From an optimization exercise on the open Yosys and OpenROAD flow, aimed at small area, a short achievable clock period and few clock cycles per item; shortcuts taken in it are not production practice.
Function was checked by simulation only, so behaviour that the tests miss may differ from the original.
Power is estimated from default activity; no workload was simulated.

--- design.v ---
module alu_exec_unit #(
    parameter  int WIDTH = 64,
    parameter  int DEPTH = 32,
    localparam int AW    = $clog2(DEPTH)
) (
    input  logic             i_clock,
    input  logic             i_reset_n,
    input  logic             i_cmd_valid,
    output logic             o_cmd_ready,
    input  logic [2:0]       i_cmd_op,
    input  logic [AW-1:0]    i_cmd_rs1,
    input  logic [AW-1:0]    i_cmd_rs2,
    input  logic [AW-1:0]    i_cmd_rd,
    input  logic             i_ld_valid,
    input  logic [AW-1:0]    i_ld_addr,
    input  logic [WIDTH-1:0] i_ld_data,
    output logic             o_rsp_valid,
    output logic [WIDTH-1:0] o_rsp_result,
    output logic             o_rsp_carry,
    output logic             o_rsp_overflow,
    output logic             o_rsp_zero,
    output logic             o_rsp_illegal
);
    typedef enum logic [1:0] {IDLE, READ, EXEC, WRITE} state_t;
    state_t             r_state;
    state_t             w_next;
    logic [WIDTH-1:0]   r_regs [DEPTH];
    logic [2:0]         r_op;
    logic [AW-1:0]      r_rs1;
    logic [AW-1:0]      r_rs2;
    logic [AW-1:0]      r_rd;
    logic [WIDTH-1:0]   r_a;
    logic [WIDTH-1:0]   r_b;
    logic [WIDTH-1:0]   r_result;
    logic               r_carry;
    logic               r_ovf;
    logic               r_zero;
    logic               r_illegal;
    logic               w_accept;
    logic               w_load;
    logic               w_wb;
    logic [WIDTH:0]     w_add;
    logic [WIDTH:0]     w_sub;
    logic               w_add_ovf;
    logic               w_sub_ovf;
    logic [WIDTH-1:0]   w_result;
    logic               w_carry;
    logic               w_ovf;
    logic               w_illegal;
    assign o_cmd_ready = (r_state == IDLE) & ~i_ld_valid;
    assign w_accept    = i_cmd_valid & o_cmd_ready;
    assign w_load      = (r_state == IDLE) & i_ld_valid & (i_ld_addr != '0);
    assign w_wb        = (r_state == WRITE) & ~r_illegal & (r_rd != '0);
    assign o_rsp_valid    = (r_state == WRITE);
    assign o_rsp_result   = r_result;
    assign o_rsp_carry    = r_carry;
    assign o_rsp_overflow = r_ovf;
    assign o_rsp_zero     = r_zero;
    assign o_rsp_illegal  = r_illegal;
    assign w_add     = {1'b0, r_a} + {1'b0, r_b};
    assign w_sub     = {1'b0, r_a} + {1'b0, ~r_b} + {{WIDTH{1'b0}}, 1'b1};
    assign w_add_ovf = (r_a[WIDTH-1] ^ r_b[WIDTH-1] ^ w_add[WIDTH-1]) ^ w_add[WIDTH];
    assign w_sub_ovf = (r_a[WIDTH-1] ^ ~r_b[WIDTH-1] ^ w_sub[WIDTH-1]) ^ w_sub[WIDTH];
    always_ff @(posedge i_clock or negedge i_reset_n) begin
        if (!i_reset_n) r_state <= IDLE;
        else            r_state <= w_next;
    end
    always_comb begin
        w_next = r_state;
        case (r_state)
            IDLE:    w_next = w_accept ? READ : IDLE;
            READ:    w_next = EXEC;
            EXEC:    w_next = WRITE;
            default: w_next = IDLE;
        endcase
    end
    always_ff @(posedge i_clock or negedge i_reset_n) begin
        if (!i_reset_n) begin
            for (int i = 0; i < DEPTH; i++) r_regs[i] <= '0;
        end else if (w_load) r_regs[i_ld_addr] <= i_ld_data;
        else if (w_wb)   r_regs[r_rd] <= r_result;
    end
    always_ff @(posedge i_clock or negedge i_reset_n) begin
        if (!i_reset_n) begin
            r_op  <= '0;
            r_rs1 <= '0;
            r_rs2 <= '0;
            r_rd  <= '0;
            r_a   <= '0;
            r_b   <= '0;
        end else begin
            if (w_accept) begin
                r_op  <= i_cmd_op;
                r_rs1 <= i_cmd_rs1;
                r_rs2 <= i_cmd_rs2;
                r_rd  <= i_cmd_rd;
            end
            if (r_state == READ) begin
                r_a <= r_regs[r_rs1];
                r_b <= r_regs[r_rs2];
            end
        end
    end
    always_comb begin
        w_result  = '0;
        w_carry   = 1'b0;
        w_ovf     = 1'b0;
        w_illegal = 1'b0;
        case (r_op)
            3'b000: w_result = r_a & r_b;
            3'b001: w_result = r_a | r_b;
            3'b010: begin
                w_result = w_add[WIDTH-1:0];
                w_carry  = w_add[WIDTH];
                w_ovf    = w_add_ovf;
            end
            3'b011: begin
                w_result = w_sub[WIDTH-1:0];
                w_carry  = w_sub[WIDTH];
                w_ovf    = w_sub_ovf;
            end
            3'b100:  w_result = {{(WIDTH-1){1'b0}}, w_sub[WIDTH-1] ^ w_sub_ovf};
            3'b101:  w_result = ~(r_a | r_b);
            default: w_illegal = 1'b1;
        endcase
    end
    always_ff @(posedge i_clock or negedge i_reset_n) begin
        if (!i_reset_n) begin
            r_result  <= '0;
            r_carry   <= 1'b0;
            r_ovf     <= 1'b0;
            r_zero    <= 1'b0;
            r_illegal <= 1'b0;
        end else if (r_state == EXEC) begin
            r_result  <= w_result;
            r_carry   <= w_carry;
            r_ovf     <= w_ovf;
            r_zero    <= (w_result == '0);
            r_illegal <= w_illegal;
        end
    end
endmodule
--- run.sh ---
#!/bin/bash
# synth_recipe.tcl (not shown) runs the flow's synth.tcl, then flattens the netlist and writes it again
# the make line also repeats each setting of config.mk as NAME=value (left out here)
make -C /OpenROAD-flow-scripts/flow DESIGN_CONFIG=/design/flow/config.mk WORK_HOME=/design/flow/orfs CLKGATE_MAP_FILE= SYNTH_SCRIPT=/design/flow/synth_recipe.tcl finish
--- constraint.sdc ---
create_clock -name core_clock -period 5.0 [get_ports {i_clock}]
set_input_delay 1.0000 -clock core_clock [delete_from_list [all_inputs] [get_ports {i_clock}]]
set_output_delay 1.0000 -clock core_clock [all_outputs]
set_load 0.01 [all_outputs]
--- config.mk ---
export PLATFORM = sky130hd
export DESIGN_NAME = alu_exec_unit
export DESIGN_NICKNAME = alu_exec_unit
export VERILOG_FILES = /design/flow/design.v
export SDC_FILE = /design/flow/constraint.sdc
export NUM_CORES = 4
export LEC_CHECK = 0
export CAP_MARGIN = 20
export CORE_MARGIN = 2
export CORE_UTILIZATION = 25
export GPL_ROUTABILITY_DRIVEN = 1
export PLACE_DENSITY = 0.35
export SLEW_MARGIN = 20
==> results.txt <==
[worst max-delay path by stage]
stage	startpoint	endpoint	slack, ns	cells after the start
floorplan	r_a[1]	r_zero	1.02	16
global placement	r_a[0]	r_zero	-0.40	18
detailed placement	r_a[10]	r_zero	-0.33	19
CTS	r_a[9]	r_zero	0.005	20
global route	r_a[4]	r_zero	-0.03	22
finish	r_a[25]	r_zero	0.11	18
[layout by cell type, fill, tap and decap left out, types with 58 or more instances in the layout]
cell type,n
o21ai_0,672
a21oi_1,1811
nor2_1,1785
buf_12,265
clkdlybuf4s50_1,159
a222oi_1,64
buf_4,583
nor3_1,115
clkbuf_1,77
nand4_1,303
a22oi_1,497
nand2_1,778
dfrtp_1,2261
a221oi_1,746
o211ai_1,86
clkbuf_16,298
o221ai_1,65
a22o_1,677
inv_1,245
o22ai_1,65
nand3_1,111
ha_1,189
nor2_4,67
xnor2_1,58
[through the flow]
| stage | hold WS, ns | total power, mW |
|---|---|---|
| final | 0.403 | 101 |
| after global routing | 0.410 | 105 |
| after global placement | 0.388 | 76.9 |
| after detailed placement | 0.389 | 77.1 |
| after CTS | 0.401 | 99.3 |
| after floorplan | 0.451 | 53.1 |
[kinds of logic (layout without fill, tap and decap cells)]
kind of cell	after synthesis	after routing	share of synthesized area
xor+xnor	64	64	0.00492
buf+inv	1527	1780	0.0524
other cells	0	56	0
simple gates	3338	3338	0.124
mux	97	97	0.00876
flops	2264	2264	0.497
compound gates	4956	4956	0.290
fa+ha+maj	202	202	0.0223
[registers in the layout, indices dropped and copies added, names as in the netlist]
name / count
r_b: 64
r_a: 64
r_illegal: 1
r_rd: 5
r_regs: 2048
r_rs2: 5
r_result: 64
r_zero: 1
r_op: 3
r_ovf: 1
r_state: 2
r_rs1: 5
r_carry: 1
[worst register-to-register path: cells and delay by family (launching register included)]
kind            cells  cell delay (ns)
flops               1             0.38
simple gates        4             0.72
xor+xnor            1             0.17
compound gates      7             2.40
buf+inv             4             0.54
fa+ha+maj           1             0.40
mux                 1             0.19
[area by class of cell]
| class | instances | area (um^2) |
|---|---|---|
| flip-flops and latches | 2264 | 56700 |
| repair buffers | 1020 | 11600 |
| well taps | 5976 | 7480 |
| fillers | 47100 | 314000 |
| clock buffers | 430 | 8500 |
| diodes | 56 | 140 |
| clock inverters | 81 | 963 |
| multi-input cells | 8657 | 53100 |
| inverters | 249 | 940 |
[layer usage]
| metal | track usage | vias to the layer above |
|---|---|---|
| met1 | 0.447 | 59600 |
| met3 | 0.0862 | 1905 |
| li1 | - | 46100 |
| met2 | 0.500 | 8052 |
| met5 | 0.00135 | - |
| met4 | 0.148 | 38 |
[repair_timing]
action	in CTS	in global routing
resized for setup	32	29
pin swaps	10	5
endpoints found under the setup margin	1	1
buffers inserted	7	0
hold buffers	1	0
hold endpoints to repair	16	0
[power groups by stage]
stage,sequential [mW],combinational (mW),clock (mW)
2_1_floorplan,31.3,21.8,0
3_3_place_gp,34.5,42.4,0
3_5_place_dp,34.6,42.5,0
4_1_cts,34.4,42.9,22.1
5_1_grt,35.5,46.2,22.8
6_report,34.8,44.0,21.8
==> results.py <==
metrics = {
    "pwr": {
        "vdd_drop_max_v": 0.000461,
        "switching_share": 0.472,
        "power_frac_comb": 0.438,
        "p_switching_mw": 47.5,
        "p_per_area_nw_per_um2": 722,
        "p_clk_frac": 0.216,
        "leakage_nw": 57.6,
        "cell_internal_pwr_mw": 53.2,
        "seqPwrFrac": 0.346,
    },
    "floorplan": {
        "dieArea_um2": 461000,
        "ioPinCount": 161,
        "start_util": 0.251,
        "coreArea_um2": 453000,
        "num_rows": 247,
        "dieHeight_um": 679,
        "die_w_um": 679,
    },
    "drt": {
        "highest_layer": "met5",
        "dr_wl_met3_mm": 77.1,
        "dr_wl_met2_mm": 341,
        "final_antenna_net_count": 0,
        "wl_met1_mm": 333,
        "firstDrtPassIters": 9,
        "vias_per_cell": 6.18,
        "vias": 116000,
        "wl_per_cell_um": 42.3,
        "drt_wl_total_mm": 793,
        "drc": 0,
        "dr.first_iter.drc_count": 17000,
    },
    "clock_network": {
        "cts_max_path_buffers": 4,
        "root_buffer": "clkbuf_16",
        "clock_latency_ns": 0.97,
        "cts_buffers": 289,
        "clk_pin_slew_ns": 0.06,
        "clkSinkCount": 2264,
        "cts_tree": "done",
        "h-tree-depth": 5,
    },
    "timing": {
        "tightestPinTransition_ns": 1.40,
        "final_max_slew_viol_count": 0,
        "timing.slew.headroom": 0.0639,
        "setup_tns_ns": 0,
        "min_period_ns": 4.89,
        "finClkSkew_ns": 0.0809,
        "worst_slack_ns": 0.111,
        "setup_viol": 0,
        "max_clock_freq_ghz": 0.205,
        "fin_crit_sh": 0.978,
        "timing_hold_violations_final": 0,
    },
    "finish": {
        "layout-drive-gt1-share": 0.124,
        "utilization": 0.308,
        "syn_to_final_growth_pct": 22.4,
        "fin_cells": 18700,
        "fin_nets": 12800,
        "stdcell_area_um2": 139000,
    },
    "critical_path": {
        "worst_path_dominant_cell_family": "compound AO/OA/AOI/OAI gates",
        "crit_type": "reg -> reg",
        "cp_num_buf_inv": 4,
        "required_ns": 5.85,
        "critPathCaptureType": "flop",
        "startpoint_type": "flop",
        "critPathArrivalTime_ns": 5.74,
        "rr_startpoint": "r_a[25]",
        "slowest_delay_ns": 0.70,
        "ff2ff_setup_slack_ns": 0.11,
        "crit_slowest_cell": "a311oi_1",
        "r2r-end": "r_zero",
        "cp_cell_sequence": "inv_1, ha_1, buf_4, inv_1, a21o_1, a211o_1, a31oi_1, nor4b_1, buf_4, o2111ai_1, nand3_1, a311oi_1, mux2i_1, xnor2_1, a21oi_1, and4bb_1, nand4_1, o41ai_2",
        "worst_r2r_path_depth": 18,
        "cp_max_fo": 7,
    },
    "synth": {
        "syn_avg_cell_area_um2": 9.15,
        "synth.most_common_cell": "dfrtp_1",
        "synth_top_cell_area_share": 0.497,
        "seq_area_frac_synth": 0.497,
        "synthesis.nets": 12700,
        "synth-edff-count": 0,
        "synth_async_sr_flop_share": 1.00,
        "yosys-top-cells-area": "dfrtp_1 50%, a21oi_1 8.0%, nor2_1 6.1%",
        "yosys.area.top_type": "dfrtp_1",
        "synth-main-ff-cell": "dfrtp_1",
        "syn_inst": 12400,
        "synth_cell_types": 98,
        "yosys_register_bits": 2264,
        "synthesis.area_um2": 114000,
        "yosys-top-cells-count": "2264 x dfrtp_1, 1852 x nor2_1, 1818 x a21oi_1, 1173 x clkbuf_1, 783 x nand2_1",
        "ys.warnings.count": 2,
    },
    "place": {
        "io_buffers": 160,
        "placed_cell_area_um2": 129000,
        "gp_congestion": 0.922,
        "place_worst_setup_slack_ns": -0.335,
        "hpwl_mm": 500,
        "dp.cells": 18200,
    },
    "global_route": {
        "grt_overflow": 0,
        "antenna_found_initial": 88,
        "grt_pass1_wl_mm": 1050,
        "grt_max_degree": 158,
        "grt_pass1_vias": 110000,
        "grt.total_usage": 0.332,
    },
    "status": {
        "status": "complete, no violations",
    },
    "min_path": {
        "min_from": "r_regs[0][3]",
        "min_path_type": "reg -> reg",
        "hold_depth": 0,
        "hold-path-endpoint": "r_regs[0][3]",
    },
    "job": {
        "drv_cap": 0,
    },
}
Testbench counts, summed over its fixed seeds: cycles 39,888, commands 9,600.

==> afterwards: timing with drivers on the ports <==
In the flow no input, the clock included, has a driving cell. The finished layout below was timed again as built, in two steps. Step 1 sets driving cells, clkbuf_16 on the clock port and buf_2 on the other inputs (assumed; they add their load-dependent delay and slew). Step 2 also shifts input and output timing later by t, the mid clock arrival at the registers, as if the neighbouring blocks saw the same clock. a / b / c = no drivers / after step 1 / after step 2; a / b = the first two.
t (ns): 1.054
setup WS [ns]: 0.111 / 0.111 / 0.111
worst hold slack (ns): 0.403 / 0.403 / 0.403
slew at the worst register clock pin (ns): 0.07 / 0.07
worst slew at a driven data input, ns: 0.17
After both steps this run still meets setup and hold. The setup slack of this run moves by 0.000 ns with the drivers and by 0.000 ns with both steps.
